This design comes from an exercise in tuning for small area, a short achievable clock period and few clock cycles per item on the open sky130 flow, not from production work.
Function was checked by simulation only, so behaviour that the tests miss may differ from the original.

==> flow/design.v, too long to show whole: its modules and the start of the top module <==
// module goc_cordic_cell: 41 lines
// module goc_tilt: 1472 lines
// module gravity_orientation_classifier_top: 268 lines
module gravity_orientation_classifier_top
#(
  parameter int unsigned FifoDepth = 16
) (
  input  logic               clk_i,
  input  logic               rst_ni,
  input  logic               psel,
  input  logic               penable,
  input  logic               pwrite,
  input  logic        [2:0]  paddr,
  input  logic        [31:0] pwdata,
  output logic        [31:0] prdata,
  output logic               pready,
  input  logic               in_valid_i,
  output logic               in_ready_o,
  input  logic signed [15:0] gravity_x_i,
  input  logic signed [15:0] gravity_y_i,
  input  logic signed [15:0] gravity_z_i,
  input  logic        [31:0] time_ms_i,
  input  logic               is_gravity_type_i,
  output logic               out_valid_o,
  input  logic               out_ready_i,
  output logic        [2:0]  orientation_o,
  output logic signed [9:0]  angle_deg_o,
  output logic               is_flat_o
);
  // ...
==> flow/flow/run.sh <==
#!/bin/bash
set -euo pipefail
export SETUP_SLACK_MARGIN=6.0
bash standard.sh > standard.log 2>&1
==> flow/standard.sh <==
#!/bin/bash
# synth_recipe.tcl (not shown) runs the flow's synth.tcl, then flattens the netlist and writes it again
# the make line also repeats each setting of config.mk as NAME=value (left out here)
make -C /OpenROAD-flow-scripts/flow DESIGN_CONFIG=/design/flow/config.mk WORK_HOME=/design/flow/orfs CLKGATE_MAP_FILE= SYNTH_SCRIPT=/design/flow/synth_recipe.tcl "${@:-finish}"
==> flow/config.mk <==
export PLATFORM = sky130hd
export DESIGN_NAME = gravity_orientation_classifier_top
export DESIGN_NICKNAME = gravity_orientation_classifier_top
export VERILOG_FILES = /design/flow/design.v
export SDC_FILE = /design/flow/constraint.sdc
export NUM_CORES = 4
export LEC_CHECK = 0
export CAP_MARGIN = 20
export CORE_MARGIN = 2
export CORE_UTILIZATION = 40
export SLEW_MARGIN = 20
==> flow/constraint.sdc <==
create_clock -name core_clock -period 10.0 [get_ports {clk_i}]
set_input_delay 2.0000 -clock core_clock [delete_from_list [all_inputs] [get_ports {clk_i}]]
set_output_delay 2.0000 -clock core_clock [all_outputs]
set_load 0.01 [all_outputs]
==> summary.md, run 1 <==
| Metric | Value |
|---|---|
| Reg area | `0.03144 mm²` |
| Post-synth EDFFs | `148` |
| Clock latency on the worst-skew pair | `0.81 ns` |
| Hold Startpoint | `g_cell[10].u_cell.sig_q[6]` |
| Largest regs | `g_cell.u_cell.a_q: 353 flops, g_cell.u_cell.b_q: 286 flops, fd_q: 135 flops` |
| Status | `finished clean` |
| Critical Path Start | `xs0_q[13]` |
| Final period util | `39.87%` |
| Final TNS setup | `0 ns` |
| CP max stage delay | `0.54 ns` |
| Critical Path RT | `10.69 ns` |
| Number of cells on the critical path | `11` |
| Most flop-heavy register | `g_cell.u_cell.a_q` |
| Layout cells sized above 1 | `7.597%` |
| Commonest non-fill, non-tap cell in the layout | `dfxtp_1` |
| R2R Setup Slk | `6.01 ns` |
| RD Place Congestion | `0.8552` |
| Hold_buf cts | `0` |
| Syn-to-layout area delta | `13.30%` |
| Commonest non-fill, non-tap cells in the layout | `dfxtp_1, ha_1, xnor2_1, inv_1, nand2_1` |
| Final setup vio count | `0` |
| Endpoints failing hold | `0` |
| Flip-flop count of the largest register after layout | `353` |
| Cell Rows | `173` |
| Via density | `5.055` |
| Post-synthesis sequential area ratio | `35.16%` |
Testbench counts, summed over its fixed seeds: cycles 2,703, items 1,797.
==> module gravity_orientation_classifier_top, before the edit <==
module gravity_orientation_classifier_top
#(
  parameter int unsigned FifoDepth = 16
) (
  input  logic               clk_i,
  input  logic               rst_ni,
  input  logic               psel,
  input  logic               penable,
  input  logic               pwrite,
  input  logic        [2:0]  paddr,
  input  logic        [31:0] pwdata,
  output logic        [31:0] prdata,
  output logic               pready,
  input  logic               in_valid_i,
  output logic               in_ready_o,
  input  logic signed [15:0] gravity_x_i,
  input  logic signed [15:0] gravity_y_i,
  input  logic signed [15:0] gravity_z_i,
  input  logic        [31:0] time_ms_i,
  input  logic               is_gravity_type_i,
  output logic               out_valid_o,
  input  logic               out_ready_i,
  output logic        [2:0]  orientation_o,
  output logic signed [9:0]  angle_deg_o,
  output logic               is_flat_o
);
  localparam int unsigned NCell = 13;    
  localparam int unsigned CW = 5;        
  localparam int unsigned FlatStage = 4;
  function automatic logic signed [25:0] atan_sum0(input logic [4:0] s);
    atan_sum0 = (s[4] ? (s[3] ? (s[2] ? (s[1] ? (s[0] ? -26'sd6155706 : -26'sd12053946) : (s[0] ? -26'sd9637640 : -26'sd15535880)) : (s[1] ? (s[0] ? -26'sd7995464 : -26'sd13893704) : (s[0] ? -26'sd11477398 : -26'sd17375638))) : (s[2] ? (s[1] ? (s[0] ? -26'sd7089596 : -26'sd12987836) : (s[0] ? -26'sd10571530 : -26'sd16469770)) : (s[1] ? (s[0] ? -26'sd8929354 : -26'sd14827594) : (s[0] ? -26'sd12411288 : -26'sd18309528)))) : (s[3] ? (s[2] ? (s[1] ? (s[0] ? 26'sd5640774 : -26'sd257466) : (s[0] ? 26'sd2158840 : -26'sd3739400)) : (s[1] ? (s[0] ? 26'sd3801016 : -26'sd2097224) : (s[0] ? 26'sd319082 : -26'sd5579158))) : (s[2] ? (s[1] ? (s[0] ? 26'sd4706884 : -26'sd1191356) : (s[0] ? 26'sd1224950 : -26'sd4673290)) : (s[1] ? (s[0] ? 26'sd2867126 : -26'sd3031114) : (s[0] ? -26'sd614808 : -26'sd6513048)))));
  endfunction
  function automatic logic signed [25:0] atan_sum1(input logic [3:0] s);
    atan_sum1 = (s[3] ? (s[2] ? (s[1] ? (s[0] ? 26'sd879368 : 26'sd410610) : (s[0] ? 26'sd644760 : 26'sd176002)) : (s[1] ? (s[0] ? 26'sd762036 : 26'sd293278) : (s[0] ? 26'sd527428 : 26'sd58670))) : (s[2] ? (s[1] ? (s[0] ? 26'sd820698 : 26'sd351940) : (s[0] ? 26'sd586090 : 26'sd117332)) : (s[1] ? (s[0] ? 26'sd703366 : 26'sd234608) : (s[0] ? 26'sd468758 : 26'sd0))));
  endfunction
  function automatic logic signed [25:0] atan_sum2(input logic [3:0] s);
    atan_sum2 = (s[3] ? (s[2] ? (s[1] ? (s[0] ? 26'sd55004 : 26'sd25668) : (s[0] ? 26'sd40336 : 26'sd11000)) : (s[1] ? (s[0] ? 26'sd47670 : 26'sd18334) : (s[0] ? 26'sd33002 : 26'sd3666))) : (s[2] ? (s[1] ? (s[0] ? 26'sd51338 : 26'sd22002) : (s[0] ? 26'sd36670 : 26'sd7334)) : (s[1] ? (s[0] ? 26'sd44004 : 26'sd14668) : (s[0] ? 26'sd29336 : 26'sd0))));
  endfunction
  function automatic logic signed [25:0] atan_sum3(input logic [2:0] s);
    atan_sum3 = (s[2] ? (s[1] ? (s[0] ? 26'sd3208 : 26'sd1374) : (s[0] ? 26'sd2292 : 26'sd458)) : (s[1] ? (s[0] ? 26'sd2750 : 26'sd916) : (s[0] ? 26'sd1834 : 26'sd0)));
  endfunction
  function automatic logic [2:0] orient_of(input logic [9:0] angle);
    logic [8:0] d;
    d = angle[8:0];
    if (angle[9]) orient_of = ORIENT_INVALID;
    else if (d <= 9'd30 || d >= 9'd330) orient_of = ORIENT_ROT0;
    else if (d >= 9'd60 && d <= 9'd120) orient_of = ORIENT_ROT90;
    else if (d >= 9'd150 && d <= 9'd210) orient_of = ORIENT_ROT180;
    else if (d >= 9'd240 && d <= 9'd300) orient_of = ORIENT_ROT270;
    else orient_of = ORIENT_INVALID;
  endfunction
  logic [15:0] min_q;
  logic [3:0]  ratio_q;
  logic        cfg_wr;
  assign pready = 1'b1;
  assign cfg_wr = psel && penable && pwrite;
  always_ff @(posedge clk_i) begin
    prdata <= paddr[2] ? {28'b0, ratio_q} : {16'b0, min_q};
  end
  always_ff @(posedge clk_i or negedge rst_ni) begin
    if (!rst_ni) begin
      min_q   <= MinIntervalReset;
      ratio_q <= TiltRatioReset;
    end else if (cfg_wr) begin
      if (paddr[2]) ratio_q <= pwdata[3:0];
      else          min_q   <= pwdata[15:0];
    end
  end
  logic        in_rdy_q, in_acc, v0_q;
  logic [15:0] xs0_q, ys0_q, zs0_q;
  logic [31:0] t0_q;
  logic [32:0] tm0_q;    
  logic        g0_q;
  assign in_ready_o = in_rdy_q;
  assign in_acc = in_valid_i && in_rdy_q;
  always_ff @(posedge clk_i) begin
    xs0_q <= {gravity_x_i[15], gravity_x_i[14:0] ^ {15{gravity_x_i[15]}}};
    ys0_q <= {gravity_y_i[15], gravity_y_i[14:0] ^ {15{gravity_y_i[15]}}};
    zs0_q <= {gravity_z_i[15], gravity_z_i[14:0] ^ {15{gravity_z_i[15]}}};
    t0_q  <= time_ms_i;
    tm0_q <= {1'b0, time_ms_i} - {17'b0, min_q};
    g0_q  <= is_gravity_type_i;
  end
  logic               pass, take;
  logic [31:0]        last_q;
  logic               t_ge, tm_ge;
  logic [16:0]        ax, ay;
  logic               xpos, yzero, sig0;
  logic [16:0]        a1;
  logic signed [16:0] b1;
  assign t_ge   = t0_q >= last_q;
  assign tm_ge  = tm0_q[31:0] >= last_q;
  assign pass   = t_ge ? (!tm0_q[32] && tm_ge) : (!tm0_q[32] || tm_ge);
  assign take   = v0_q && pass && g0_q;
  always_comb begin
    ax = 17'(xs0_q[14:0]) + 17'(xs0_q[15]);
    ay = 17'(ys0_q[14:0]) + 17'(ys0_q[15]);
    xpos = !xs0_q[15] && (xs0_q[14:0] != 15'd0);
    yzero = !ys0_q[15] && (ys0_q[14:0] == 15'd0);
    sig0 = xpos ? (ys0_q[15] || yzero) : !ys0_q[15];
    a1 = ax + ay;
    b1 = sig0 ? $signed(ay - ax) : $signed(ax - ay);
  end
  logic [AW-1:0]        a_p [NCell+1];
  logic signed [BW-1:0] b_p [NCell+1];
  logic [15:0]          s_p [NCell+1];
  logic                 xpos_p [NCell+1];
  logic                 flat_p [NCell+1];
  logic [NCell:0]       v_p;
  logic                 flat_t;
  always_ff @(posedge clk_i) begin
    a_p[0]    <= {a1, 14'b0};
    b_p[0]    <= BW'($signed({b1, 14'b0}));
    s_p[0]    <= {15'b0, sig0};
    xpos_p[0] <= xpos;
  end
  logic [3:0] ratio_c;
  always_ff @(posedge clk_i) begin
    ratio_c <= ratio_q;
  end
  goc_tilt u_tilt (
    .clk_i   (clk_i),
    .x_i     (xs0_q),
    .y_i     (ys0_q),
    .z_i     (zs0_q),
    .ratio_i (ratio_c),
    .flat_o  (flat_t)
  );
  for (genvar k = 1; k <= NCell; k++) begin : g_cell
    goc_cordic_cell #(
      .Step (k),
      .BWI  (BWidth[k*8 +: 8]),
      .BWO  (BWidth[(k+1)*8 +: 8])
    ) u_cell (
      .clk_i (clk_i),
      .a_i   (a_p[k-1]),
      .b_i   (b_p[k-1]),
      .sig_i (s_p[k-1]),
      .a_o   (a_p[k]),
      .b_o   (b_p[k]),
      .sig_o (s_p[k])
    );
  end
  always_ff @(posedge clk_i) begin
    for (int k = 1; k <= NCell; k++) begin
      xpos_p[k] <= xpos_p[k-1];
      flat_p[k] <= (k == FlatStage) ? flat_t : flat_p[k-1];
    end
  end
  assign flat_p[0] = 1'b0;
  localparam int unsigned BW14 = BWidth[14*8 +: 8];
  logic signed [25:0]   pa_q, p1_q, v_lo, v_hi;
  logic signed [9:0]    w_q;    
  logic                 zero_e, flat_e, v_e1;
  logic signed [BW14-1:0] b14, db14, b15;
  logic                 pos14, pos15;
  always_ff @(posedge clk_i) begin
    pa_q <= atan_sum0({xpos_p[NCell-2], s_p[NCell-2][3:0]}) + atan_sum1(s_p[NCell-2][7:4]);
    p1_q <= pa_q + atan_sum2(s_p[NCell-1][11:8]);
  end
  always_comb begin
    b14   = b_p[NCell][BW14-1:0];
    pos14 = !b14[BW14-1];
    db14  = BW14'(a_p[NCell] >> 14);
    b15   = b14 + (db14 ^ {BW14{pos14}}) + BW14'(pos14);
    pos15 = !b15[BW14-1];
    v_lo  = p1_q + atan_sum3({pos14, s_p[NCell][13:12]});
    v_hi  = v_lo + 26'sd230;
  end
  always_ff @(posedge clk_i) begin
    w_q    <= pos15 ? v_hi[25:16] : v_lo[25:16];
    zero_e <= (a_p[NCell][AW-1:14] == '0);    
    flat_e <= flat_p[NCell];
  end
  logic signed [10:0] d_raw, d;
  logic [8:0]         word;    
  always_comb begin
    d_raw = 11'sd90 - 11'(w_q);
    d = d_raw;
    if (d_raw < 0) d = d_raw + 11'sd360;
    else if (d_raw >= 11'sd360) d = d_raw - 11'sd360;
    if (zero_e) d = 11'sd270;
    if (flat_e) word = 9'h1FF;
    else        word = d[8:0];
  end
  logic [CW-1:0] cred_q, cred_b, cred_d;
  logic          drop_q, pop, push;
  logic          rdy_00, rdy_01, rdy_10, rdy_11, rdy_d;
  always_comb begin
    cred_b = cred_q - CW'(drop_q);
    rdy_00 = cred_b < CW'(FifoDepth);
    rdy_01 = cred_b < CW'(FifoDepth + 1);
    rdy_10 = cred_b < CW'(FifoDepth - 1);
    rdy_11 = rdy_00;
    case ({in_acc && is_gravity_type_i, pop})
      2'b10:   begin cred_d = cred_b + 1'b1; rdy_d = rdy_10; end
      2'b01:   begin cred_d = cred_b - 1'b1; rdy_d = rdy_01; end
      2'b11:   begin cred_d = cred_b;        rdy_d = rdy_11; end
      default: begin cred_d = cred_b;        rdy_d = rdy_00; end
    endcase
  end
  always_ff @(posedge clk_i or negedge rst_ni) begin
    if (!rst_ni) begin
      v0_q     <= 1'b0;
      v_p      <= '0;
      v_e1     <= 1'b0;
      drop_q   <= 1'b0;
      last_q   <= '0;
      cred_q   <= '0;
      in_rdy_q <= 1'b1;
    end else begin
      v0_q     <= in_acc;
      v_p      <= {v_p[NCell-1:0], take};
      v_e1     <= v_p[NCell];
      drop_q   <= v0_q && g0_q && !pass;
      if (v0_q && pass) last_q <= t0_q;
      cred_q   <= cred_d;
      in_rdy_q <= rdy_d;
    end
  end
  logic [FifoDepth:0] fv_q;
  logic [8:0]         fd_q [1:FifoDepth-1];
  logic [9:0]         hd_q;
  logic [2:0]         fo_q;
  logic [8:0]         head_w;
  logic               head_ld;
  assign push = v_e1;
  assign pop = fv_q[0] && out_ready_i;
  always_ff @(posedge clk_i or negedge rst_ni) begin
    if (!rst_ni) begin
      fv_q <= '0;
    end else begin
      for (int j = 0; j < FifoDepth; j++) begin
        if (pop) fv_q[j] <= push ? fv_q[j] : fv_q[j+1];
        else     fv_q[j] <= fv_q[j] || (push && (j == 0 || fv_q[j-1]));
      end
      fv_q[FifoDepth] <= 1'b0;
    end
  end
  function automatic logic [9:0] angle_of(input logic [8:0] w);
    angle_of = (w == 9'h1FF) ? 10'h3FF : {1'b0, w};
  endfunction
  always_comb begin
    head_ld = 1'b1;
    head_w = word;
    if (push && (pop ? (fv_q[0] && !fv_q[1]) : !fv_q[0])) head_w = word;
    else if (pop) head_w = fd_q[1];
    else head_ld = 1'b0;
  end
  always_ff @(posedge clk_i) begin
    if (head_ld) begin
      hd_q <= angle_of(head_w);
      fo_q <= orient_of(angle_of(head_w));
    end
    for (int j = 1; j < FifoDepth; j++) begin
      if (push && (pop ? (fv_q[j] && !fv_q[j+1])
                       : (!fv_q[j] && fv_q[j-1]))) begin
        fd_q[j] <= word;
      end else if (pop && j + 1 < FifoDepth) begin
        fd_q[j] <= fd_q[j+1];
      end
    end
  end
  assign out_valid_o   = fv_q[0];
  assign orientation_o = fo_q;
  assign angle_deg_o   = hd_q;
  assign is_flat_o     = hd_q[9];
endmodule
==> inputs of run 2 (changes only) <==
--- a/flow/design.v
+++ b/flow/design.v
@@ -70,17 +70,17 @@
   logic [14:0] mx, my, mz;
   logic        sx, sy, sz;
   assign sx = x_i[15];
   assign sy = y_i[15];
   assign sz = z_i[15];
   assign mx = x_i[14:0];
   assign my = y_i[14:0];
   assign mz = z_i[14:0];
-  logic mx_pp0_1, mx_pp0_2, mx_pp0_3, mx_pp0_4, mx_pp0_5, mx_pp0_6, mx_pp0_7, mx_pp0_8, mx_pp0_9, mx_pp0_10, mx_pp0_11, mx_pp0_12, mx_pp0_13, mx_pp0_14, mx_pp1_2, mx_pp1_3, mx_pp1_4, mx_pp1_5, mx_pp1_6, mx_pp1_7, mx_pp1_8, mx_pp1_9, mx_pp1_10, mx_pp1_11, mx_pp1_12, mx_pp1_13, mx_pp1_14, mx_pp2_3, mx_pp2_4, mx_pp2_5, mx_pp2_6, mx_pp2_7, mx_pp2_8, mx_pp2_9, mx_pp2_10, mx_pp2_11, mx_pp2_12, mx_pp2_13, mx_pp2_14, mx_pp3_4, mx_pp3_5, mx_pp3_6, mx_pp3_7, mx_pp3_8, mx_pp3_9, mx_pp3_10, mx_pp3_11, mx_pp3_12, mx_pp3_13, mx_pp3_14, mx_pp4_5, mx_pp4_6, mx_pp4_7, mx_pp4_8, mx_pp4_9, mx_pp4_10, mx_pp4_11, mx_pp4_12, mx_pp4_13, mx_pp4_14, mx_pp5_6, mx_pp5_7, mx_pp5_8, mx_pp5_9, mx_pp5_10, mx_pp5_11, mx_pp5_12, mx_pp5_13, mx_pp5_14, mx_pp6_7, mx_pp6_8, mx_pp6_9, mx_pp6_10, mx_pp6_11, mx_pp6_12, mx_pp6_13, mx_pp6_14, mx_pp7_8, mx_pp7_9, mx_pp7_10, mx_pp7_11, mx_pp7_12, mx_pp7_13, mx_pp7_14, mx_pp8_9, mx_pp8_10, mx_pp8_11, mx_pp8_12, mx_pp8_13, mx_pp8_14, mx_pp9_10, mx_pp9_11, mx_pp9_12, mx_pp9_13, mx_pp9_14, mx_pp10_11, mx_pp10_12, mx_pp10_13, mx_pp10_14, mx_pp11_12, mx_pp11_13, mx_pp11_14, mx_pp12_13, mx_pp12_14, mx_pp13_14, mx_sc0, mx_sc1, mx_sc2, mx_sc3, mx_sc4, mx_sc5, mx_sc6, mx_sc7, mx_sc8, mx_sc9, mx_sc10, mx_sc11, mx_sc12, mx_sc13, mx_sc14, my_pp0_1, my_pp0_2, my_pp0_3, my_pp0_4, my_pp0_5, my_pp0_6, my_pp0_7, my_pp0_8, my_pp0_9, my_pp0_10, my_pp0_11, my_pp0_12, my_pp0_13, my_pp0_14, my_pp1_2, my_pp1_3, my_pp1_4, my_pp1_5, my_pp1_6, my_pp1_7, my_pp1_8, my_pp1_9, my_pp1_10, my_pp1_11, my_pp1_12, my_pp1_13, my_pp1_14, my_pp2_3, my_pp2_4, my_pp2_5, my_pp2_6, my_pp2_7, my_pp2_8, my_pp2_9, my_pp2_10, my_pp2_11, my_pp2_12, my_pp2_13, my_pp2_14, my_pp3_4, my_pp3_5, my_pp3_6, my_pp3_7, my_pp3_8, my_pp3_9, my_pp3_10, my_pp3_11, my_pp3_12, my_pp3_13, my_pp3_14, my_pp4_5, my_pp4_6, my_pp4_7, my_pp4_8, my_pp4_9, my_pp4_10, my_pp4_11, my_pp4_12, my_pp4_13, my_pp4_14, my_pp5_6, my_pp5_7, my_pp5_8, my_pp5_9, my_pp5_10, my_pp5_11, my_pp5_12, my_pp5_13, my_pp5_14, my_pp6_7, my_pp6_8, my_pp6_9, my_pp6_10, my_pp6_11, my_pp6_12, my_pp6_13, my_pp6_14, my_pp7_8, my_pp7_9, my_pp7_10, my_pp7_11, my_pp7_12, my_pp7_13, my_pp7_14, my_pp8_9, my_pp8_10, my_pp8_11, my_pp8_12, my_pp8_13, my_pp8_14, my_pp9_10, my_pp9_11, my_pp9_12, my_pp9_13, my_pp9_14, my_pp10_11, my_pp10_12, my_pp10_13, my_pp10_14, my_pp11_12, my_pp11_13, my_pp11_14, my_pp12_13, my_pp12_14, my_pp13_14, my_sc0, my_sc1, my_sc2, my_sc3, my_sc4, my_sc5, my_sc6, my_sc7, my_sc8, my_sc9, my_sc10, my_sc11, my_sc12, my_sc13, my_sc14, h_1, h_2, h_3, h_4, h_5, h_6, h_7, h_8, h_9, h_10, h_11, h_12, h_13, h_14, h_15, h_16, h_17, h_18, h_19, h_20, h_21, h_22, h_23, h_24, h_25, h_26, h_27, h_28, h_29, h_30, h_31, h_32, h_33, h_34, h_35, h_36, h_37, h_38, h_39, h_40, h_41, h_42, h_43, h_44, h_45, h_46, h_47, h_48, h_49, h_50, h_51, h_52, h_53, h_54, h_55, h_56, h_57, h_58, h_59, h_60, h_61, h_62, h_63, h_64, h_65, h_66, h_67, h_68, h_69, h_70, h_71, h_72, h_73, h_74, h_75, h_76, h_77, h_78, h_79, h_80, h_81, h_82, h_83, h_84, h_85, h_86, h_87, h_88, h_89, h_90, h_91, h_92, h_93, h_94, h_95, h_96, h_97, h_98, h_99, h_100, h_101, h_102, h_103, h_104, h_105, h_106, h_107, h_108, h_109, h_110, h_111, h_112, h_113, h_114, h_115, h_116, h_117, h_118, h_119, h_120, h_121, h_122, h_123, h_124, h_125, h_126, h_127, h_128, h_129, h_130, h_131, h_132, h_133, h_134, h_135, h_136, h_137, h_138, h_139, h_140, h_141, h_142, h_143, h_144, h_145, h_146, h_147, h_148, h_149, h_150, h_151, h_152, h_153, h_154, h_155, h_156, h_157, h_158, h_159, h_160, h_161, h_162, h_163, h_164, h_165, h_166, h_167, h_168, h_169, h_170, h_171, h_172, h_173, h_174, h_175, h_176, h_177, h_178, h_179, h_180, h_181, h_182, h_183, h_184, h_185, h_186, h_187, h_188, h_189, h_190, h_191, h_192, h_193, h_194, h_195, h_196, h_197, h_198, h_199, h_200, h_201, h_202, h_203, h_204, h_205, h_206, h_207, h_208, h_209, h_210, h_211, h_212, h_213, h_214, h_215, h_216, h_217, h_218, h_219, h_220, h_221, h_222, h_223, h_224, h_225, h_226, h_227, h_228, h_229, h_230, h_231, h_232, h_233, h_234, h_235, h_236, h_237, h_238, h_239, h_240, h_241, h_242, h_243, h_244, h_245, h_246, h_247, h_248, h_249, h_250, h_251, h_252, h_253, h_254, h_255, h_256, h_257, h_258, h_259, h_260, h_261, h_262, h_263, h_264, h_265, h_266, h_267, h_268, h_269, h_270, h_271, h_272, h_273, h_274, h_275, h_276, h_277, h_278, h_279, h_280, h_281, h_282, h_283, h_284, h_285, h_286, h_287, h_288, h_289, h_290, h_291, h_292, h_293, h_294, h_295, h_296, h_297, h_298, h_299, h_300, h_301, h_302, h_303, h_304, h_305, h_306, h_307, h_308, h_309, h_310, h_311, h_312, h_313, h_314, h_315, h_316, h_317, h_318, h_319, h_320, h_321, h_322, h_323, h_324, h_325, h_326, h_327, h_328, h_329, h_330, h_331, h_332, h_333, h_334, h_335, h_336, h_337, h_338, h_339, h_340, h_341, h_342, h_343, h_344, h_345, h_346, h_347, h_348, h_349, h_350, h_351, h_352, h_353, h_354, h_355, h_356, h_357, h_358, h_359, h_360, h_361, h_362, h_363, h_364, h_365, h_366, h_367, h_368, h_369, h_370, h_371, h_372, h_373, h_374, h_375, h_376, h_377, h_378, h_379, h_380, h_381, h_382, h_383, h_384, h_385, h_386, h_387, h_388, h_389, h_390, h_391, h_392, h_393, h_394, h_395, h_396, h_397, h_398, h_399, h_400, h_401, h_402, h_403, h_404, h_405, h_406, h_407, h_408, h_409, h_410, h_411, h_412, h_413, h_414, h_415, h_416, h_417, h_418, h_419, h_420, h_421, h_422, h_423, h_424, h_425, h_426, h_427, h_428, h_429, h_430, h_431, h_432, h_433, h_434, h_435, h_436, h_437, h_438, h_439, h_440, h_441, h_442, h_443, h_444, h_445, h_446, h_447, h_448, h_449, h_450, h_451, h_452, h_453, h_454, h_455, h_456, h_457, h_458, h_459, h_460, h_461, h_462, h_463, h_464, h_465, h_466, h_467, h_468, h_469, h_470, h_471, h_472, h_473, h_474, h_475, h_476, h_477, h_478, h_479, h_480, h_481, h_482;
+  logic mx_pp0_1, mx_pp0_2, mx_pp0_3, mx_pp0_4, mx_pp0_5, mx_pp0_6, mx_pp0_7, mx_pp0_8, mx_pp0_9, mx_pp0_10, mx_pp0_11, mx_pp0_12, mx_pp0_13, mx_pp0_14, mx_pp1_2, mx_pp1_3, mx_pp1_4, mx_pp1_5, mx_pp1_6, mx_pp1_7, mx_pp1_8, mx_pp1_9, mx_pp1_10, mx_pp1_11, mx_pp1_12, mx_pp1_13, mx_pp1_14, mx_pp2_3, mx_pp2_4, mx_pp2_5, mx_pp2_6, mx_pp2_7, mx_pp2_8, mx_pp2_9, mx_pp2_10, mx_pp2_11, mx_pp2_12, mx_pp2_13, mx_pp2_14, mx_pp3_4, mx_pp3_5, mx_pp3_6, mx_pp3_7, mx_pp3_8, mx_pp3_9, mx_pp3_10, mx_pp3_11, mx_pp3_12, mx_pp3_13, mx_pp3_14, mx_pp4_5, mx_pp4_6, mx_pp4_7, mx_pp4_8, mx_pp4_9, mx_pp4_10, mx_pp4_11, mx_pp4_12, mx_pp4_13, mx_pp4_14, mx_pp5_6, mx_pp5_7, mx_pp5_8, mx_pp5_9, mx_pp5_10, mx_pp5_11, mx_pp5_12, mx_pp5_13, mx_pp5_14, mx_pp6_7, mx_pp6_8, mx_pp6_9, mx_pp6_10, mx_pp6_11, mx_pp6_12, mx_pp6_13, mx_pp6_14, mx_pp7_8, mx_pp7_9, mx_pp7_10, mx_pp7_11, mx_pp7_12, mx_pp7_13, mx_pp7_14, mx_pp8_9, mx_pp8_10, mx_pp8_11, mx_pp8_12, mx_pp8_13, mx_pp8_14, mx_pp9_10, mx_pp9_11, mx_pp9_12, mx_pp9_13, mx_pp9_14, mx_pp10_11, mx_pp10_12, mx_pp10_13, mx_pp10_14, mx_pp11_12, mx_pp11_13, mx_pp11_14, mx_pp12_13, mx_pp12_14, mx_pp13_14, mx_sc0, mx_sc1, mx_sc2, mx_sc3, mx_sc4, mx_sc5, mx_sc6, mx_sc7, mx_sc8, mx_sc9, mx_sc10, mx_sc11, mx_sc12, mx_sc13, mx_sc14, my_pp0_1, my_pp0_2, my_pp0_3, my_pp0_4, my_pp0_5, my_pp0_6, my_pp0_7, my_pp0_8, my_pp0_9, my_pp0_10, my_pp0_11, my_pp0_12, my_pp0_13, my_pp0_14, my_pp1_2, my_pp1_3, my_pp1_4, my_pp1_5, my_pp1_6, my_pp1_7, my_pp1_8, my_pp1_9, my_pp1_10, my_pp1_11, my_pp1_12, my_pp1_13, my_pp1_14, my_pp2_3, my_pp2_4, my_pp2_5, my_pp2_6, my_pp2_7, my_pp2_8, my_pp2_9, my_pp2_10, my_pp2_11, my_pp2_12, my_pp2_13, my_pp2_14, my_pp3_4, my_pp3_5, my_pp3_6, my_pp3_7, my_pp3_8, my_pp3_9, my_pp3_10, my_pp3_11, my_pp3_12, my_pp3_13, my_pp3_14, my_pp4_5, my_pp4_6, my_pp4_7, my_pp4_8, my_pp4_9, my_pp4_10, my_pp4_11, my_pp4_12, my_pp4_13, my_pp4_14, my_pp5_6, my_pp5_7, my_pp5_8, my_pp5_9, my_pp5_10, my_pp5_11, my_pp5_12, my_pp5_13, my_pp5_14, my_pp6_7, my_pp6_8, my_pp6_9, my_pp6_10, my_pp6_11, my_pp6_12, my_pp6_13, my_pp6_14, my_pp7_8, my_pp7_9, my_pp7_10, my_pp7_11, my_pp7_12, my_pp7_13, my_pp7_14, my_pp8_9, my_pp8_10, my_pp8_11, my_pp8_12, my_pp8_13, my_pp8_14, my_pp9_10, my_pp9_11, my_pp9_12, my_pp9_13, my_pp9_14, my_pp10_11, my_pp10_12, my_pp10_13, my_pp10_14, my_pp11_12, my_pp11_13, my_pp11_14, my_pp12_13, my_pp12_14, my_pp13_14, my_sc0, my_sc1, my_sc2, my_sc3, my_sc4, my_sc5, my_sc6, my_sc7, my_sc8, my_sc9, my_sc10, my_sc11, my_sc12, my_sc13, my_sc14, h_1, h_2, h_3, h_4, h_5, h_6, h_7, h_8, h_9, h_10, h_11, h_12, h_13, h_14, h_15, h_16, h_17, h_18, h_19, h_20, h_21, h_22, h_23, h_24, h_25, h_26, h_27, h_28, h_29, h_30, h_31, h_32, h_33, h_34, h_35, h_36, h_37, h_38, h_39, h_40, h_41, h_42, h_43, h_44, h_45, h_46, h_47, h_48, h_49, h_50, h_51, h_52, h_53, h_54, h_55, h_56, h_57, h_58, h_59, h_60, h_61, h_62, h_63, h_64, h_65, h_66, h_67, h_68, h_69, h_70, h_71, h_72, h_73, h_74, h_75, h_76, h_77, h_78, h_79, h_80, h_81, h_82, h_83, h_84, h_85, h_86, h_87, h_88, h_89, h_90, h_91, h_92, h_93, h_94, h_95, h_96, h_97, h_98, h_99, h_100, h_101, h_102, h_103, h_104, h_105, h_106, h_107, h_108, h_109, h_110, h_111, h_112, h_113, h_114, h_115, h_116, h_117, h_118, h_119, h_120, h_121, h_122, h_123, h_124, h_125, h_126, h_127, h_128, h_129, h_130, h_131, h_132, h_133, h_134, h_135, h_136, h_137, h_138, h_139, h_140, h_141, h_142, h_143, h_144, h_145, h_146, h_147, h_148, h_149, h_150, h_151, h_152, h_153, h_154, h_155, h_156, h_157, h_158, h_159, h_160, h_161, h_162, h_163, h_164, h_165, h_166, h_167, h_168, h_169, h_170, h_171, h_172, h_173, h_174, h_175, h_176, h_177, h_178, h_179, h_180, h_181, h_182, h_183, h_184, h_185, h_186, h_187, h_188, h_189, h_190, h_191, h_192, h_193, h_194, h_195, h_196, h_197, h_198, h_199, h_200, h_201, h_202, h_203, h_204, h_205, h_206, h_207, h_208, h_209, h_210, h_211, h_212, h_213, h_214, h_215, h_216, h_217, h_218, h_219, h_220, h_221, h_222, h_223, h_224, h_225, h_226, h_227, h_228, h_229, h_230, h_231, h_232, h_233, h_234, h_235, h_236, h_237, h_238, h_239, h_240, h_241, h_242, h_243, h_244, h_245, h_246, h_247, h_248, h_249, h_250, h_251, h_252, h_253, h_254, h_255, h_256, h_257, h_258, h_259, h_260, h_261, h_262, h_263, h_264, h_265, h_266, h_267, h_268, h_269, h_270, h_271, h_272, h_273, h_274, h_275, h_276, h_277, h_278, h_279, h_280, h_281, h_282, h_283, h_284, h_285, h_286, h_287, h_288, h_289, h_290, h_291, h_292, h_293, h_294, h_295, h_296, h_297, h_298, h_299, h_300, h_301, h_302, h_303, h_304, h_305, h_306, h_307, h_308, h_309, h_310, h_311, h_312, h_313, h_314, h_315, h_316, h_317, h_318, h_319, h_320, h_321, h_322, h_323, h_324, h_325, h_326, h_327, h_328, h_329, h_330, h_331, h_332, h_333, h_334, h_335, h_336, h_337, h_338, h_339, h_340, h_341, h_342, h_343, h_344, h_345, h_346, h_347, h_348, h_349, h_350, h_351, h_352, h_353, h_354, h_355, h_356, h_357, h_358, h_359, h_360, h_361, h_362, h_363, h_364, h_365, h_366, h_367, h_368, h_369, h_370, h_371, h_372, h_373, h_374, h_375, h_376, h_377, h_378, h_379, h_380, h_381, h_382, h_383, h_384, h_385, h_386, h_387, h_388, h_389, h_390, h_391, h_392, h_393, h_394, h_395, h_396, h_397, h_398, h_399, h_400, h_401, h_402, h_403, h_404, h_405, h_406, h_407, h_408, h_409, h_410, h_411, h_412, h_413, h_414, h_415, h_416, h_417, h_418, h_419, h_420, h_421, h_422;
   assign mx_pp0_1 = mx[0] & mx[1];
   assign mx_pp0_2 = mx[0] & mx[2];
   assign mx_pp0_3 = mx[0] & mx[3];
   assign mx_pp0_4 = mx[0] & mx[4];
   assign mx_pp0_5 = mx[0] & mx[5];
   assign mx_pp0_6 = mx[0] & mx[6];
   assign mx_pp0_7 = mx[0] & mx[7];
   assign mx_pp0_8 = mx[0] & mx[8];
@@ -733,76 +733,16 @@
   assign h_415 = h_355 ^ h_357 ^ h_352;
   assign h_416 = (h_355 & h_357) | (h_355 & h_352) | (h_357 & h_352);
   assign h_417 = h_359 ^ h_361 ^ h_356;
   assign h_418 = (h_359 & h_361) | (h_359 & h_356) | (h_361 & h_356);
   assign h_419 = h_363 ^ h_266 ^ h_360;
   assign h_420 = (h_363 & h_266) | (h_363 & h_360) | (h_266 & h_360);
   assign h_421 = h_365 ^ my_pp13_14 ^ my[14];
   assign h_422 = (h_365 & my_pp13_14) | (h_365 & my[14]) | (my_pp13_14 & my[14]);
-  assign h_423 = h_367 ^ my[0];
-  assign h_424 = h_367 & my[0];
-  assign h_425 = mx_sc0 ^ my_sc0 ^ h_368;
-  assign h_426 = (mx_sc0 & my_sc0) | (mx_sc0 & h_368) | (my_sc0 & h_368);
-  assign h_427 = h_369 ^ my[1] ^ my_sc1;
-  assign h_428 = (h_369 & my[1]) | (h_369 & my_sc1) | (my[1] & my_sc1);
-  assign h_429 = h_371 ^ h_268 ^ h_370;
-  assign h_430 = (h_371 & h_268) | (h_371 & h_370) | (h_268 & h_370);
-  assign h_431 = h_373 ^ h_270 ^ h_372;
-  assign h_432 = (h_373 & h_270) | (h_373 & h_372) | (h_270 & h_372);
-  assign h_433 = h_375 ^ h_274 ^ h_374;
-  assign h_434 = (h_375 & h_274) | (h_375 & h_374) | (h_274 & h_374);
-  assign h_435 = h_377 ^ h_278 ^ h_376;
-  assign h_436 = (h_377 & h_278) | (h_377 & h_376) | (h_278 & h_376);
-  assign h_437 = h_379 ^ h_282 ^ h_378;
-  assign h_438 = (h_379 & h_282) | (h_379 & h_378) | (h_282 & h_378);
-  assign h_439 = h_381 ^ h_286 ^ h_380;
-  assign h_440 = (h_381 & h_286) | (h_381 & h_380) | (h_286 & h_380);
-  assign h_441 = h_383 ^ h_290 ^ h_382;
-  assign h_442 = (h_383 & h_290) | (h_383 & h_382) | (h_290 & h_382);
-  assign h_443 = h_385 ^ h_294 ^ h_384;
-  assign h_444 = (h_385 & h_294) | (h_385 & h_384) | (h_294 & h_384);
-  assign h_445 = h_387 ^ h_298 ^ h_386;
-  assign h_446 = (h_387 & h_298) | (h_387 & h_386) | (h_298 & h_386);
-  assign h_447 = h_389 ^ h_302 ^ h_388;
-  assign h_448 = (h_389 & h_302) | (h_389 & h_388) | (h_302 & h_388);
-  assign h_449 = h_391 ^ h_306 ^ h_390;
-  assign h_450 = (h_391 & h_306) | (h_391 & h_390) | (h_306 & h_390);
-  assign h_451 = h_393 ^ h_310 ^ h_392;
-  assign h_452 = (h_393 & h_310) | (h_393 & h_392) | (h_310 & h_392);
-  assign h_453 = h_395 ^ h_314 ^ h_394;
-  assign h_454 = (h_395 & h_314) | (h_395 & h_394) | (h_314 & h_394);
-  assign h_455 = h_397 ^ h_318 ^ h_396;
-  assign h_456 = (h_397 & h_318) | (h_397 & h_396) | (h_318 & h_396);
-  assign h_457 = h_399 ^ h_322 ^ h_398;
-  assign h_458 = (h_399 & h_322) | (h_399 & h_398) | (h_322 & h_398);
-  assign h_459 = h_401 ^ h_326 ^ h_400;
-  assign h_460 = (h_401 & h_326) | (h_401 & h_400) | (h_326 & h_400);
-  assign h_461 = h_403 ^ h_330 ^ h_402;
-  assign h_462 = (h_403 & h_330) | (h_403 & h_402) | (h_330 & h_402);
-  assign h_463 = h_405 ^ h_334 ^ h_404;
-  assign h_464 = (h_405 & h_334) | (h_405 & h_404) | (h_334 & h_404);
-  assign h_465 = h_407 ^ h_338 ^ h_406;
-  assign h_466 = (h_407 & h_338) | (h_407 & h_406) | (h_338 & h_406);
-  assign h_467 = h_409 ^ h_342 ^ h_408;
-  assign h_468 = (h_409 & h_342) | (h_409 & h_408) | (h_342 & h_408);
-  assign h_469 = h_411 ^ h_346 ^ h_410;
-  assign h_470 = (h_411 & h_346) | (h_411 & h_410) | (h_346 & h_410);
-  assign h_471 = h_413 ^ h_350 ^ h_412;
-  assign h_472 = (h_413 & h_350) | (h_413 & h_412) | (h_350 & h_412);
-  assign h_473 = h_415 ^ h_354 ^ h_414;
-  assign h_474 = (h_415 & h_354) | (h_415 & h_414) | (h_354 & h_414);
-  assign h_475 = h_417 ^ h_358 ^ h_416;
-  assign h_476 = (h_417 & h_358) | (h_417 & h_416) | (h_358 & h_416);
-  assign h_477 = h_419 ^ h_362 ^ h_418;
-  assign h_478 = (h_419 & h_362) | (h_419 & h_418) | (h_362 & h_418);
-  assign h_479 = h_421 ^ h_364 ^ h_420;
-  assign h_480 = (h_421 & h_364) | (h_421 & h_420) | (h_364 & h_420);
-  assign h_481 = h_366 ^ h_422;
-  assign h_482 = h_366 & h_422;
   logic mz_pp0_1, mz_pp0_2, mz_pp0_3, mz_pp0_4, mz_pp0_5, mz_pp0_6, mz_pp0_7, mz_pp0_8, mz_pp0_9, mz_pp0_10, mz_pp0_11, mz_pp0_12, mz_pp0_13, mz_pp0_14, mz_pp1_2, mz_pp1_3, mz_pp1_4, mz_pp1_5, mz_pp1_6, mz_pp1_7, mz_pp1_8, mz_pp1_9, mz_pp1_10, mz_pp1_11, mz_pp1_12, mz_pp1_13, mz_pp1_14, mz_pp2_3, mz_pp2_4, mz_pp2_5, mz_pp2_6, mz_pp2_7, mz_pp2_8, mz_pp2_9, mz_pp2_10, mz_pp2_11, mz_pp2_12, mz_pp2_13, mz_pp2_14, mz_pp3_4, mz_pp3_5, mz_pp3_6, mz_pp3_7, mz_pp3_8, mz_pp3_9, mz_pp3_10, mz_pp3_11, mz_pp3_12, mz_pp3_13, mz_pp3_14, mz_pp4_5, mz_pp4_6, mz_pp4_7, mz_pp4_8, mz_pp4_9, mz_pp4_10, mz_pp4_11, mz_pp4_12, mz_pp4_13, mz_pp4_14, mz_pp5_6, mz_pp5_7, mz_pp5_8, mz_pp5_9, mz_pp5_10, mz_pp5_11, mz_pp5_12, mz_pp5_13, mz_pp5_14, mz_pp6_7, mz_pp6_8, mz_pp6_9, mz_pp6_10, mz_pp6_11, mz_pp6_12, mz_pp6_13, mz_pp6_14, mz_pp7_8, mz_pp7_9, mz_pp7_10, mz_pp7_11, mz_pp7_12, mz_pp7_13, mz_pp7_14, mz_pp8_9, mz_pp8_10, mz_pp8_11, mz_pp8_12, mz_pp8_13, mz_pp8_14, mz_pp9_10, mz_pp9_11, mz_pp9_12, mz_pp9_13, mz_pp9_14, mz_pp10_11, mz_pp10_12, mz_pp10_13, mz_pp10_14, mz_pp11_12, mz_pp11_13, mz_pp11_14, mz_pp12_13, mz_pp12_14, mz_pp13_14, mz_sc0, mz_sc1, mz_sc2, mz_sc3, mz_sc4, mz_sc5, mz_sc6, mz_sc7, mz_sc8, mz_sc9, mz_sc10, mz_sc11, mz_sc12, mz_sc13, mz_sc14, v_1, v_2, v_3, v_4, v_5, v_6, v_7, v_8, v_9, v_10, v_11, v_12, v_13, v_14, v_15, v_16, v_17, v_18, v_19, v_20, v_21, v_22, v_23, v_24, v_25, v_26, v_27, v_28, v_29, v_30, v_31, v_32, v_33, v_34, v_35, v_36, v_37, v_38, v_39, v_40, v_41, v_42, v_43, v_44, v_45, v_46, v_47, v_48, v_49, v_50, v_51, v_52, v_53, v_54, v_55, v_56, v_57, v_58, v_59, v_60, v_61, v_62, v_63, v_64, v_65, v_66, v_67, v_68, v_69, v_70, v_71, v_72, v_73, v_74, v_75, v_76, v_77, v_78, v_79, v_80, v_81, v_82, v_83, v_84, v_85, v_86, v_87, v_88, v_89, v_90, v_91, v_92, v_93, v_94, v_95, v_96, v_97, v_98, v_99, v_100, v_101, v_102, v_103, v_104, v_105, v_106, v_107, v_108, v_109, v_110, v_111, v_112, v_113, v_114, v_115, v_116, v_117, v_118, v_119, v_120, v_121, v_122, v_123, v_124, v_125, v_126, v_127, v_128, v_129, v_130, v_131, v_132, v_133, v_134, v_135, v_136, v_137, v_138, v_139, v_140, v_141, v_142, v_143, v_144, v_145, v_146, v_147, v_148, v_149, v_150, v_151, v_152, v_153, v_154, v_155, v_156, v_157, v_158, v_159, v_160, v_161, v_162, v_163, v_164, v_165, v_166, v_167, v_168, v_169, v_170, v_171, v_172, v_173, v_174, v_175, v_176, v_177, v_178, v_179, v_180, v_181, v_182, v_183, v_184, v_185, v_186, v_187, v_188, v_189, v_190, v_191, v_192, v_193, v_194, v_195, v_196, v_197, v_198, v_199, v_200, v_201, v_202, v_203, v_204, v_205, v_206, v_207, v_208, v_209, v_210;
   assign mz_pp0_1 = mz[0] & mz[1];
   assign mz_pp0_2 = mz[0] & mz[2];
   assign mz_pp0_3 = mz[0] & mz[3];
   assign mz_pp0_4 = mz[0] & mz[4];
   assign mz_pp0_5 = mz[0] & mz[5];
   assign mz_pp0_6 = mz[0] & mz[6];
   assign mz_pp0_7 = mz[0] & mz[7];
@@ -1124,24 +1064,27 @@
   assign v_203 = v_153 ^ v_110 ^ v_152;
   assign v_204 = (v_153 & v_110) | (v_153 & v_152) | (v_110 & v_152);
   assign v_205 = v_155 ^ mz[13] ^ v_154;
   assign v_206 = (v_155 & mz[13]) | (v_155 & v_154) | (mz[13] & v_154);
   assign v_207 = mz_pp12_14 ^ v_156;
   assign v_208 = mz_pp12_14 & v_156;
   assign v_209 = mz_pp13_14 ^ mz[14];
   assign v_210 = mz_pp13_14 & mz[14];
-  logic [31:0] hs_q, hc_q, h_q;
+  logic [31:0] ha_q, hb_q, hc_q, h_s, h_c, h_q;
   logic [30:0] vs_q, vc_q, v_q;
+  assign h_s = ha_q ^ hb_q ^ hc_q;
+  assign h_c = {(ha_q[30:0] & hb_q[30:0]) | (ha_q[30:0] & hc_q[30:0]) | (hb_q[30:0] & hc_q[30:0]), 1'b0};
   always_ff @(posedge clk_i) begin
-    hs_q <= {1'b0, h_482, h_481, h_479, h_477, h_475, h_473, h_471, h_469, h_467, h_465, h_463, h_461, h_459, h_457, h_455, h_453, h_451, h_449, h_447, h_445, h_443, h_441, h_439, h_437, h_435, h_433, h_431, h_429, h_427, h_425, h_423};
-    hc_q <= {1'b0, 1'b0, h_480, h_478, h_476, h_474, h_472, h_470, h_468, h_466, h_464, h_462, h_460, h_458, h_456, h_454, h_452, h_450, h_448, h_446, h_444, h_442, h_440, h_438, h_436, h_434, h_432, h_430, h_428, h_426, h_424, sy};
+    ha_q <= {1'b0, 1'b0, h_366, h_421, h_419, h_417, h_415, h_413, h_411, h_409, h_407, h_405, h_403, h_401, h_399, h_397, h_395, h_393, h_391, h_389, h_387, h_385, h_383, h_381, h_379, h_377, h_375, h_373, h_371, h_369, mx_sc0, h_367};
+    hb_q <= {1'b0, 1'b0, h_422, h_364, h_362, h_358, h_354, h_350, h_346, h_342, h_338, h_334, h_330, h_326, h_322, h_318, h_314, h_310, h_306, h_302, h_298, h_294, h_290, h_286, h_282, h_278, h_274, h_270, h_268, my[1], my_sc0, my[0]};
+    hc_q <= {1'b0, 1'b0, 1'b0, h_420, h_418, h_416, h_414, h_412, h_410, h_408, h_406, h_404, h_402, h_400, h_398, h_396, h_394, h_392, h_390, h_388, h_386, h_384, h_382, h_380, h_378, h_376, h_374, h_372, h_370, my_sc1, h_368, sy};
     vs_q <= {1'b0, v_210, v_209, v_207, v_205, v_203, v_201, v_199, v_197, v_195, v_193, v_191, v_189, v_187, v_185, v_183, v_181, v_179, v_177, v_175, v_173, v_171, v_169, v_167, v_165, v_163, v_161, v_159, v_157, mz_sc0, mz[0]};
     vc_q <= {1'b0, 1'b0, v_208, v_206, v_204, v_202, v_200, v_198, v_196, v_194, v_192, v_190, v_188, v_186, v_184, v_182, v_180, v_178, v_176, v_174, v_172, v_170, v_168, v_166, v_164, v_162, v_160, v_158, mz_sc1, 1'b0, sz};
-    h_q <= hs_q + hc_q;
+    h_q <= h_s + h_c;
     v_q <= vs_q + vc_q;
   end
   logic c_g0_0, c_g0_1, c_g0_2, c_g0_3, c_g0_4, c_g0_5, c_g0_6, c_g0_7, c_g0_8, c_g0_9, c_g0_10, c_g0_11, c_g0_12, c_g0_13, c_g0_14, c_g0_15, c_g0_16, c_g0_17, c_g0_18, c_g0_19, c_g0_20, c_g0_21, c_g0_22, c_g0_23, c_g0_24, c_g0_25, c_g0_26, c_g0_27, c_g0_28, c_g0_29, c_g0_30, c_g0_31, c_g1_1, c_g1_2, c_g1_3, c_g1_4, c_g1_5, c_g1_6, c_g1_7, c_g1_8, c_g1_9, c_g1_10, c_g1_11, c_g1_12, c_g1_13, c_g1_14, c_g1_15, c_g1_16, c_g1_17, c_g1_18, c_g1_19, c_g1_20, c_g1_21, c_g1_22, c_g1_23, c_g1_24, c_g1_25, c_g1_26, c_g1_27, c_g1_28, c_g1_29, c_g1_30, c_g1_31, c_g1_32, c_g2_2, c_g2_3, c_g2_4, c_g2_5, c_g2_6, c_g2_7, c_g2_8, c_g2_9, c_g2_10, c_g2_11, c_g2_12, c_g2_13, c_g2_14, c_g2_15, c_g2_16, c_g2_17, c_g2_18, c_g2_19, c_g2_20, c_g2_21, c_g2_22, c_g2_23, c_g2_24, c_g2_25, c_g2_26, c_g2_27, c_g2_28, c_g2_29, c_g2_30, c_g2_31, c_g2_32, c_g2_33, c_g3_3, c_g3_4, c_g3_5, c_g3_6, c_g3_7, c_g3_8, c_g3_9, c_g3_10, c_g3_11, c_g3_12, c_g3_13, c_g3_14, c_g3_15, c_g3_16, c_g3_17, c_g3_18, c_g3_19, c_g3_20, c_g3_21, c_g3_22, c_g3_23, c_g3_24, c_g3_25, c_g3_26, c_g3_27, c_g3_28, c_g3_29, c_g3_30, c_g3_31, c_g3_32, c_g3_33, c_g3_34, c_1, c_2, c_3, c_4, c_5, c_6, c_7, c_8, c_9, c_10, c_11, c_12, c_13, c_14, c_15, c_16, c_17, c_18, c_19, c_20, c_21, c_22, c_23, c_24, c_25, c_26, c_27, c_28, c_29, c_30, c_31, c_32, c_33, c_34, c_35, c_36, c_37, c_38, c_39, c_40, c_41, c_42, c_43, c_44, c_45, c_46, c_47, c_48, c_49, c_50, c_51, c_52, c_53, c_54, c_55, c_56, c_57, c_58, c_59, c_60, c_61, c_62, c_63, c_64, c_65, c_66, c_67, c_68, c_69, c_70, c_71, c_72, c_73, c_74, c_75, c_76, c_77, c_78, c_79, c_80, c_81, c_82, c_83, c_84, c_85, c_86, c_87, c_88, c_89, c_90, c_91, c_92, c_93, c_94, c_95, c_96, c_97, c_98, c_99, c_100, c_101, c_102, c_103, c_104, c_105, c_106, c_107, c_108, c_109, c_110, c_111, c_112, c_113, c_114, c_115, c_116, c_117, c_118, c_119, c_120, c_121, c_122, c_123, c_124, c_125, c_126, c_127, c_128, c_129, c_130, c_131, c_132, c_133, c_134, c_135, c_136, c_137, c_138, c_139, c_140, c_141, c_142, c_143, c_144, c_145, c_146, c_147, c_148, c_149, c_150, c_151, c_152, c_153, c_154, c_155, c_156, c_157, c_158, c_159, c_160, c_161, c_162, c_163, c_164, c_165, c_166, c_167, c_168, c_169, c_170, c_171, c_172, c_173, c_174, c_175, c_176, c_177, c_178, c_179, c_180, c_181, c_182, c_183, c_184, c_185, c_186, c_187, c_188, c_189, c_190, c_191, c_192, c_193, c_194, c_195, c_196, c_197, c_198, c_199, c_200, c_201, c_202, c_203, c_204, c_205, c_206, c_207, c_208, c_209, c_210, c_211, c_212, c_213, c_214, c_215, c_216, c_217, c_218, c_219, c_220, c_221, c_222, c_223, c_224, c_225, c_226, c_227, c_228, c_229, c_230, c_231, c_232, c_233, c_234, c_235, c_236, c_237, c_238, c_239, c_240, c_241, c_242, c_243, c_244, c_245, c_246, c_247, c_248, c_249, c_250, c_251, c_252;
   assign c_g0_0 = ~(ratio_i[0] & h_q[0]);
   assign c_g0_1 = ~(ratio_i[0] & h_q[1]);
   assign c_g0_2 = ~(ratio_i[0] & h_q[2]);
   assign c_g0_3 = ~(ratio_i[0] & h_q[3]);
   assign c_g0_4 = ~(ratio_i[0] & h_q[4]);
@@ -1612,32 +1555,30 @@
     zs0_q <= {gravity_z_i[15], gravity_z_i[14:0] ^ {15{gravity_z_i[15]}}};
     t0_q  <= time_ms_i;
     tm0_q <= {1'b0, time_ms_i} - {17'b0, min_q};
     g0_q  <= is_gravity_type_i;
   end
   logic               pass, take;
   logic [31:0]        last_q;
   logic               t_ge, tm_ge;
-  logic [16:0]        ax, ay;
   logic               xpos, yzero, sig0;
   logic [16:0]        a1;
   logic signed [16:0] b1;
   assign t_ge   = t0_q >= last_q;
   assign tm_ge  = tm0_q[31:0] >= last_q;
   assign pass   = t_ge ? (!tm0_q[32] && tm_ge) : (!tm0_q[32] || tm_ge);
   assign take   = v0_q && pass && g0_q;
   always_comb begin
-    ax = 17'(xs0_q[14:0]) + 17'(xs0_q[15]);
-    ay = 17'(ys0_q[14:0]) + 17'(ys0_q[15]);
     xpos = !xs0_q[15] && (xs0_q[14:0] != 15'd0);
     yzero = !ys0_q[15] && (ys0_q[14:0] == 15'd0);
     sig0 = xpos ? (ys0_q[15] || yzero) : !ys0_q[15];
-    a1 = ax + ay;
-    b1 = sig0 ? $signed(ay - ax) : $signed(ax - ay);
+    a1 = 17'(xs0_q[14:0]) + 17'(ys0_q[14:0]) + 17'(xs0_q[15]) + 17'(ys0_q[15]);
+    b1 = sig0 ? $signed(17'(ys0_q[14:0]) + ~{2'b00, xs0_q[14:0]} + 17'(ys0_q[15]) + 17'(!xs0_q[15]))
+              : $signed(17'(xs0_q[14:0]) + ~{2'b00, ys0_q[14:0]} + 17'(xs0_q[15]) + 17'(!ys0_q[15]));
   end
   logic [AW-1:0]        a_p [NCell+1];
   logic signed [BW-1:0] b_p [NCell+1];
   logic [15:0]          s_p [NCell+1];
   logic                 xpos_p [NCell+1];
   logic                 flat_p [NCell+1];
   logic [NCell:0]       v_p;
   logic                 flat_t;
==> flow/flow/run.sh (replaced) <==
#!/bin/bash
set -euo pipefail
export SETUP_SLACK_MARGIN=6.2
bash standard.sh > standard.log 2>&1
==> flow/config.mk (replaced) <==
export PLATFORM = sky130hd
export DESIGN_NAME = gravity_orientation_classifier_top
export DESIGN_NICKNAME = gravity_orientation_classifier_top
export VERILOG_FILES = /design/flow/design.v
export SDC_FILE = /design/flow/constraint.sdc
export NUM_CORES = 4
export LEC_CHECK = 0
export CAP_MARGIN = 20
export CORE_MARGIN = 2
export CORE_UTILIZATION = 55
export SLEW_MARGIN = 20
==> summary.md, run 2 <==
| Metric | Value |
|---|---|
| Die X | `406.0 µm` |
| First-pass GRT wire length | `328.8 mm` |
| Synth cell types | `99` |
| Slew @ Worst Pin | `1.107 ns` |
| Post-synth top cells | `dfxtp_1, ha_1, xnor2_1, inv_1, nand2_1` |
| FF+latch count, synth | `1495` |
| Drt pass-1 iters | `9` |
| Flip-flop count of the largest register after layout | `353 (unchanged)` |
| Worst-path cell chain | `inv_2, nor2_1, fa_1, inv_1, fa_1, fa_1, inv_1, fa_1, fa_1` |
| Reg clk slew, reported paths | `0.06 ns` |
| Final Max Tran Viols | `0` |
| Status | `finished clean` |
| Ant. Diodes | `0` |
| Worst path top cell family by delay | `adder cells` |
| Main area contributors after synthesis | `dfxtp_1, ha_1, fa_1` |
| RD Place Congestion | `0.9066 (+6.0%)` |
| Fmax | `263.8 MHz` |
| Endpoints failing hold | `0 (unchanged)` |
| Worst path arrival time | `4.47 ns` |
| Crit path buf inv count | `3` |
| Fin crit period | `3.790 ns` |
| Via density | `5.392 (+6.7%)` |
| Synthesized area | `0.08887 mm²` |
| Initial antenna violation count | `3` |
| Critical Path Most Common Cell | `fa_1` |
| Initial core utilization | `55.34%` |
| Most flop-heavy register | `g_cell.u_cell.a_q` |
| Critical Path RT | `10.68 ns (about the same)` |
| Top cell type's share of synthesized area | `28.29%` |
| Largest regs | `g_cell.u_cell.a_q: 353 flops, g_cell.u_cell.b_q: 286 flops, fd_q: 135 flops` |
| Commonest non-fill, non-tap cell in the layout | `dfxtp_1` |
| Root Driver | `clkbuf_16` |
| Relative slew slack | `25.93%` |
| Drt wl/cell | `17.61 µm` |
| Vias | `63.34k` |
| Drt total wl | `206.8 mm` |
| Core Box Area | `0.1606 mm²` |
| Dominant synthesized flop cell | `dfxtp_1` |
| Post-route ant nets | `0` |
| Tightest Hold Check Type | `reg -> reg` |
| Worst setup SP type | `register` |
| CTS tree | `yes` |
| Crit. End Element | `register` |
| Clock Sinks | `1495` |
| Critical Path Slowest Stage Cell | `fa_1` |
| RSZ-0062 raised after global routing | `true` |
| Async S/R FF share, synth | `6.087%` |
| Final hold slack | `0.3205 ns` |
| Clock Tree Buf Depth | `3` |
| Buffers on Ports | `136` |
| Most frequent cell after synthesis | `dfxtp_1` |
| Pin count of the biggest net entering global routing | `59` |
| Syn-to-layout area delta | `13.70%` |
| Nets@finish | `10.86k` |
| Drc violations | `0` |
| Num CTS Buffers | `163` |
| Placement Cell Area | `0.09250 mm²` |
| Layout cells sized above 1 | `8.763% (+1.2 points)` |
| Max-cap viol count | `0` |
| Mapped Cells | `9186` |
| Vias in the first global route | `63.07k` |
| Placed wire-length estimate | `155.7 mm` |
| Die footprint | `0.1648 mm²` |
| IO Pins | `172` |
| Setup Crit Path Kind | `reg -> reg` |
| CP max stage delay | `0.71 ns (+0.17 ns)` |
| Cell Rows | `147 (-15%)` |
| Cell area after layout | `0.1010 mm²` |
| Crit Path Max Fanout | `11` |
| Worst Skew | `0.03452 ns` |
| Commonest non-fill, non-tap cells in the layout | `dfxtp_1, ha_1, xnor2_1, inv_1, nand2_1` |
| DP Worst Slack | `4.520 ns` |
| Final setup vio count | `0 (unchanged)` |
| Post-synth EDFFs | `148 (unchanged)` |
| Final period util | `37.90% (-2.0 points)` |
| GR Overflow Total | `0` |
| Yosys top cell by area | `dfxtp_1` |
| Yosys warning total | `70` |
| Post-synthesis sequential area ratio | `35.87% (+0.71 points)` |
| H-Tree Depth | `4` |
| Clock latency on the worst-skew pair | `0.81 ns (about the same)` |
| Final TNS setup | `0 ns (unchanged)` |
| Die Height | `406.0 µm` |
| Post-route setup slack | `6.210 ns` |
| GRT Overall Usage | `24.93%` |
| Initial DRC count | `3378` |
| Post-Syn Area per Cell | `9.674 µm²` |
## run 2: cell count changes in the layout (fill, tap and decap cells not counted), sizes merged, moves of 28 or more
| cell | change |
|---|---|
| and2 | -203 |
| ha | +36 |
| a21oi | -32 |
| nor2 | +156 |
| buf | +76 |
| nand3 | +36 |
| dfxtp | +28 |
| nand2 | +30 |
| nor3 | +32 |
| a21o | -47 |
| inv | -47 |
## run 2: timing repair
item                                    CTS  global route
buffers inserted                         71            58
resized for setup                       193           201
cloned                                    9             6
endpoints found under the setup margin  268           220
hold buffers                              0             0
pin swaps                                33            75
## run 2: worst register-to-register path, cell delays in order, from the launching register on
cell     delay (ns)
dfxtp_4        0.42
inv_2          0.26
nor2_1         0.09
fa_1           0.49
inv_1          0.06
fa_1           0.50
fa_1           0.54
inv_1          0.07
fa_1           0.54
fa_1           0.71
## run 2: worst paths after layout
kind / startpoint / endpoint / slack (ns) / cells after the start
worst max-delay path: xs0_q[5] / u_tilt.ha_q[18] / 6.21 / 9
worst min register to register: xpos_p[1] / xpos_p[2] / 0.32 / 0
min in group asynchronous: rst_ni / cred_q[0] / 1.13 / 1
worst min-delay path: xpos_p[1] / xpos_p[2] / 0.32 / 0
worst max register to register: xs0_q[5] / u_tilt.ha_q[18] / 6.21 / 9
max in group asynchronous: rst_ni / last_q[3] / 7.67 / 2
## run 2: final cells by class
| type | count | area (µm²) |
|---|---|---|
| timing repair buffer | 324 | 3385 |
| multi-input combinational | 6751 | 54590 |
| clock buffer | 225 | 4659 |
| sequential | 1495 | 31970 |
| inverter | 714 | 2808 |
| tap | 2160 | 2703 |
| fill | 13540 | 59530 |
| clock inverter | 77 | 923.4 |
## run 2: through the flow
stage | cells | util [%]
global placement | 11300 | 57.61
floorplan | 9201 | -
CTS | 11680 | 62.03
detailed placement | 11300 | 57.61
global route | 11750 | 62.93
finish | 11750 | 62.93
## run 2: kinds of logic (layout without fill, tap and decap cells)
kind of cell / Yosys count / after routing / share of synthesized area [%]
fa+ha+maj: 1289 / 1289 / 21.43
mux: 90 / 90 / 1.164
simple gates: 2394 / 2394 / 12.89
other cells: 2 / 17 / 0.008451
xor+xnor: 1269 / 1269 / 12.51
compound gates: 1691 / 1692 / 12.00
flops: 1495 / 1495 / 35.87
buf+inv: 956 / 1340 / 4.135
## run 2: layer usage
metal	global-route usage, %	wire [µm]	vias up
met5	0	0	-
met4	8.446	6691	0
met3	3.010	6996	367
met2	44.01	102600	1024
met1	31.46	90540	30250
li1	-	-	31700
Testbench counts of run 2, summed over its fixed seeds: cycles 2,703, items 1,797.
==> inputs of run 3 (changes only) <==
--- a/flow/config.mk
+++ b/flow/config.mk
@@ -9,3 +9,5 @@
 export CORE_MARGIN = 2
-export CORE_UTILIZATION = 55
+export CORE_UTILIZATION = 40
+export CTS_CLUSTER_DIAMETER = 100
+export CTS_CLUSTER_SIZE = 30
 export SLEW_MARGIN = 20
==> summary.md, run 3 <==
| Metric | Value |
|---|---|
| Hold_buf cts | `0 (unchanged)` |
| Root Driver | `clkbuf_16` |
| Die Height | `475.3 µm (+17%)` |
| Vias | `62.51k (-1.3%)` |
| Drc violations | `0 (unchanged)` |
| Post-synthesis sequential area ratio | `35.87% (unchanged)` |
| Post-synth EDFFs | `148 (unchanged)` |
| Post-Syn Area per Cell | `9.674 µm² (unchanged)` |
| Post-Synth XOR/XNOR Area | `12.51% (unchanged)` |
| Drt pass-1 iters | `5 (-4)` |
| Main combinational cell family by area after synthesis | `adder cells` |
| Dominant synthesized flop cell | `dfxtp_1` |
| Slew @ Worst Pin | `0.9930 ns (-0.1140 ns)` |
| Worst path arrival time | `4.41 ns (-0.06 ns)` |
| Clock Tree Buf Depth | `3 (unchanged)` |
| Initial antenna violation count | `6 (+3)` |
| Initial DRC count | `3389 (+0.33%)` |
| Most frequent cell after synthesis | `dfxtp_1` |
| FF+latch count, synth | `1495 (unchanged)` |
| Tightest Hold Check Type | `reg -> reg` |
| Num CTS Buffers | `67 (-59%)` |
| Cell Rows | `173 (+18%)` |
| Final setup vio count | `0 (unchanged)` |
| Post-layout util | `44.40% (-19 points)` |
| First-pass GRT wire length | `322.3 mm (-2.0%)` |
| Pin count of the biggest net entering global routing | `75 (+27%)` |
| RSZ-0062 raised after global routing | `true` |
| Fmax | `263.6 MHz (-0.10%)` |
| Status | `finished clean` |
| Synth Area in Compound Gates | `12.00% (unchanged)` |
| Final-layout fill cell count | `21.05k (+55%)` |
| Final period util | `37.94% (+0.038 points)` |
| H-Tree Depth | `3 (-1)` |
| Core Box Area | `0.2217 mm² (+38%)` |
| Worst Skew | `0.05166 ns (+0.01715 ns)` |
| Flip-flop count of the largest register after layout | `353 (unchanged)` |
| Proportion of synthesized area in mux cells | `1.164% (unchanged)` |
| Final Max Tran Viols | `0 (unchanged)` |
| Fin crit period | `3.794 ns (+0.003840 ns)` |
| Clock Sinks | `1495 (unchanged)` |
| Nets@finish | `10.75k (-1.0%)` |
| Initial core utilization | `40.09% (-15 points)` |
| Synthesized area | `0.08887 mm² (unchanged)` |
| Clock latency on the worst-skew pair | `0.76 ns (-0.05 ns)` |
| Die X | `475.3 µm (+17%)` |
| Final TNS setup | `0 ns (unchanged)` |
==> run 3: cell counts after synthesis <==
Identical to the previous run, type by type.
==> run 3: what timing repair did <==
action                     CTS  global route
cloned                       5             4
setup buffers               58            64
pin swaps                   43            74
setup endpoints to repair  260           193
resized for setup          222           183
==> run 3: area by class of cell <==
class | count | area [µm²] | area share [%]
multi-input combinational | 6750 | 54610 | 55.49
sequential | 1495 | 32020 | 32.54
tap | 2975 | 3722 | 3.782
timing repair buffer | 308 | 3060 | 3.110
inverter | 714 | 2803 | 2.848
clock buffer | 79 | 1732 | 1.760
clock inverter | 33 | 449.2 | 0.4564
antenna | 5 | 12.51 | 0.01271
timing repair inverter | 1 | 5.005 | 0.005086
==> run 3: worst paths after layout <==
check                                             from                          to  slack [ns]  cells after the start
max                        g_cell[13].u_cell.sig_q[12]                      w_q[8]        6.21                     15
min                         g_cell[10].u_cell.sig_q[7]  g_cell[11].u_cell.sig_q[7]        0.33                      0
max reg2reg                g_cell[13].u_cell.sig_q[12]                      w_q[8]        6.21                     15
min reg2reg                 g_cell[10].u_cell.sig_q[7]  g_cell[11].u_cell.sig_q[7]        0.33                      0
max in group asynchronous                       rst_ni                    min_q[6]        7.90                      3
min in group asynchronous                       rst_ni                     fv_q[8]        1.11                      1
==> run 3: layer usage <==
layer	share of wire, %	track usage (%)	wire length [µm]	vias to the layer above
li1	-	-	-	31360
met1	45	21.92	89010	29810
met2	49	30.49	96600	1002
met3	3.1	1.897	6119	343
met4	3.4	5.994	6762	2
met5	0.0055	0	11	-
==> run 3: logic make-up (layout without fill, tap and decap cells) <==
group	count (synthesis)	in the layout
AOI/OAI and AO/OA	1691	1691
xor gates and xnor gates	1269	1269
adders and majority gates	1289	1289
buffers and inverters	956	1135
DFF	1495	1495
muxes	90	90
other	2	22
and+or+nand+nor	2394	2394
==> run 3: metrics by stage <==
step                      setup WS, ns  hold slack (ns)  std cells  instance area (µm²)
after global placement           4.559           0.3119      12110                93470
after detailed placement         4.570           0.3121      12110                93470
after global routing             5.984           0.3303      12360                98410
final                            6.206           0.3310      12360                98410
after floorplan                  5.833           0.3095       9201                89100
after CTS                        6.174           0.3216      12280                97020
==> run 3: critical path: stages, from the launching register on <==
cell and delay [ns]:
dfxtp_4 0.37, buf_4 0.16, ha_2 0.19, mux2_2 0.28
ha_4 0.30, and3_4 0.20, a221oi_4 0.07, a221oi_2 0.33
nor4b_4 0.10, nor4b_1 0.70, nand3_1 0.16, o21ai_0 0.29
nand3_2 0.15, buf_6 0.14, buf_6 0.11, xnor2_4 0.12

==> static timing again, ports no longer ideal <==
The flow's constraints put no driver on any port. The routed layouts listed below were extracted and timed again, unchanged, in two steps.
Step 1, drivers: a clkbuf_16 drives clk_i and a buf_2 each remaining input, both assumed.
Step 2 adds t to the input delays and takes it off the output delays; t is the mean of the earliest and latest rising clock arrival at the registers after step 1. Input paths then give back, and output paths get back, about the clock's delay inside the block.
Three values: ideal ports, drivers, drivers and shift; two values: the first two.
run | t, ns | setup slack, ns | slew at the worst register clock pin (ns)
run 1 | 0.889 | 6.013 / 6.013 / 5.240 | 0.07 / 0.07
run 2 | 0.873 | 6.210 / 6.207 / 5.386 | 0.07 / 0.07
run 3 | 0.816 | 6.206 / 6.197 / 5.381 | 0.12 / 0.12
After both steps setup and hold are still met in every run listed. The setup slack of run 3, which loses most, moves by -0.009 ns with the drivers and by -0.825 ns with both steps.
